Context: an optimization exercise on an open-source flow, tuned for small area and a short achievable clock period. The choices shown serve that exercise and are no tape-out recipe. The RTL was checked by simulation tests, not by an equivalence proof against the original design. Power is estimated from default activity; no workload was simulated.

Design rename_top, start of the top module:
module rename_top (
    input  logic        clk,
    input  logic        rst,
    input  logic        in_valid,
    output logic        in_ready,
    input  logic [15:0] in_opcode,
    input  logic [11:0] in_dst,
    input  logic [11:0] in_src1,
    input  logic [11:0] in_src2,
    output logic [3:0]  out_valid,
    input  logic [3:0]  out_ready,
    output logic [15:0] out_opcode,
    output logic [19:0] out_dst_preg,
    output logic [19:0] out_old_preg,
    output logic [19:0] out_src1_preg,
    output logic [19:0] out_src2_preg,
    output logic [3:0]  out_src1_rdy,
    output logic [3:0]  out_src2_rdy,
    output logic [3:0]  out_writes,
    input  logic        free_valid,
    input  logic [4:0]  free_preg,
    input  logic        done_valid,
    input  logic [4:0]  done_preg
);
Size: roughly 2800 cells after synthesis, roughly 190 flip-flops, roughly 180 I/O pins, ~20000 um2 of cells after synthesis.
export LEC_CHECK = 0
export ABC_AREA = 1
export CAP_MARGIN = 20
export CORE_MARGIN = 2
export CORE_UTILIZATION = 50
export SLEW_MARGIN = 20
create_clock -name core_clock -period 14.5 [get_ports {clk}]
standard.sh (not shown) runs the stock make flow with config.mk's settings and CLKGATE_MAP_FILE= SYNTH_SCRIPT=/design/flow/synth_recipe.tcl, a recipe that flattens the netlist after the stock synthesis.
==> flow/flow/run.sh <==
#!/bin/bash
set -euo pipefail
cd "$(dirname "$0")/.."
bash standard.sh "SYNTH_SCRIPT=$PWD/flow/synth.tcl" SETUP_SLACK_MARGIN=8 \
  "BUFFER_PORTS_ARGS=-buffer_cell sky130_fd_sc_hd__buf_1" finish > layout.log 2>&1
==> flow/flow/synth.tcl <==
# The standard synthesis script (synth_recipe.tcl) with two changes to how the logic
# between the registers is mapped: no full/half-adder extraction before ABC, and ABC maps
# with Yosys's own script instead of ORFS's area script (its -script and -D are dropped).
# The registers are the standard synthesis's; timing is left to the layout's repair.
proc synth {args} { yosys synth -nofsm -noshare {*}$args }
proc abc {args} {
  set i [lsearch -exact $args -script]
  if {$i >= 0} { set args [lreplace $args $i [expr {$i + 1}]] }
  set i [lsearch -exact $args -D]
  if {$i >= 0} { set args [lreplace $args $i [expr {$i + 1}]] }
  yosys abc {*}$args
}
if {[info exists ::env(ADDER_MAP_FILE)]} { unset ::env(ADDER_MAP_FILE) }
source $::env(SCRIPTS_DIR)/synth.tcl
# left out here: clear keep_hierarchy, flatten, clean up, hide names made inside functions, write 1_2_yosys.v
The first run completed with no timing, DRC or antenna violations.
Edit:
==> flow/flow/run.sh (replaced) <==
#!/bin/bash
set -euo pipefail
cd "$(dirname "$0")/.."
bash standard.sh "SYNTH_SCRIPT=$PWD/flow/synth.tcl" SETUP_SLACK_MARGIN=8.3 \
  "BUFFER_PORTS_ARGS=-buffer_cell sky130_fd_sc_hd__buf_1" \
  "CTS_ARGS=-sink_clustering_enable -repair_clock_nets -dont_use_dummy_load" \
  finish > layout.log 2>&1
Effect: The changed run ran to the end with no violations; die area does not change; cell area is higher by 5.5%; global-route usage is higher by 0.73 points.
Edit:
--- a/flow/flow/run.sh
+++ b/flow/flow/run.sh
@@ -4 +4 @@
-bash standard.sh "SYNTH_SCRIPT=$PWD/flow/synth.tcl" SETUP_SLACK_MARGIN=8.3 \
+bash standard.sh "SYNTH_SCRIPT=$PWD/flow/synth.tcl" SETUP_SLACK_MARGIN=8 \
=> Clock skew stays flat. Global-route usage came out lower by 0.70 points. Via count shrinks by 3.3%. Final area falls by 6.3%. Total power shrinks by 5.4%. Sequential power hardly moves. Combinational power falls by 7.0%. Core utilization falls by 3.8 points. First-iteration DRC count went down by 8.9%. Wire length went down by 3.4%. Synthesized area does not change.
Edit:
--- a/flow/flow/run.sh
+++ b/flow/flow/run.sh
@@ -4 +4 @@
-bash standard.sh "SYNTH_SCRIPT=$PWD/flow/synth.tcl" SETUP_SLACK_MARGIN=8 \
+bash standard.sh "SYNTH_SCRIPT=$PWD/flow/synth.tcl" SETUP_SLACK_MARGIN=8.15 \
Sequential share of layout area went down by 0.33 points.
Power increases by 1.6%.
Utilization came out higher by 1.1 points.
Global-route usage rises by 0.10 points.

rename_top, a different RTL version from the one above (not shown whole).
For scale: roughly 3200 cells after synthesis, ~190 flip-flops, roughly 180 I/O pins, roughly 0.024 sq mm of cells after synthesis.
Settings: LEC_CHECK=0, CAP_MARGIN=20, CORE_MARGIN=2, CORE_UTILIZATION=40, SLEW_MARGIN=20; clock period 14.5 ns.
==> flow/flow/run.sh <==
#!/bin/bash
set -euo pipefail
cd "$(dirname "$0")/.."
bash standard.sh SETUP_SLACK_MARGIN=7.5 finish > layout.log 2>&1
Change:
==> flow/flow/run.sh (replaced) <==
#!/bin/bash
set -euo pipefail
cd "$(dirname "$0")/.."
bash standard.sh SETUP_SLACK_MARGIN=8 "BUFFER_PORTS_ARGS=-buffer_cell sky130_fd_sc_hd__buf_1" finish > layout.log 2>&1
- ABC_AREA: default -> 1
What happened:
- routed wire length increases by 9.8%
- utilization decreases by 2.2 points
- die area decreases by 3.7%
- area after synthesis decreases by 3.8%
- power is about the same

==> what the ideal ports hide <==
No port has a modelled driver above. Below, the same layouts with a new extraction and two added sets of constraints.
Step 1: set_driving_cell puts a clkbuf_16 on clk and a buf_2 on each other input, an assumption about the parent block.
Step 2, shift: input delay + t, output delay - t, t = (earliest + latest rising clock arrival at the registers) / 2. This alone moves slack from input paths to output paths.
a / b / c = ideal / step 1 / step 2; a / b = the first two.
| run | t, ns | setup WS [ns] | worst data-port slew with drivers (ns) |
|---|---|---|---|
| the first run of note 1 | 0.561 | 7.915 / 7.855 / 7.781 | 0.04 |
| the second run of note 1 | 0.559 | 8.150 / 8.091 / 8.072 | 0.04 |
| the third run of note 1 | 0.550 | 7.829 / 7.769 / 7.799 | 0.04 |
| the fourth run of note 1 | 0.544 | 8.086 / 8.027 / 7.865 | 0.04 |
| the first run of note 2 | 0.567 | 7.532 / 7.473 / 7.584 | 0.05 |
| the second run of note 2 | 0.576 | 7.940 / 7.877 / 7.982 | 0.09 |
After both steps every run listed still meets setup and hold. The setup slack of the fourth run of note 1, which loses most, moves by -0.059 ns with the drivers and by -0.221 ns with both steps.
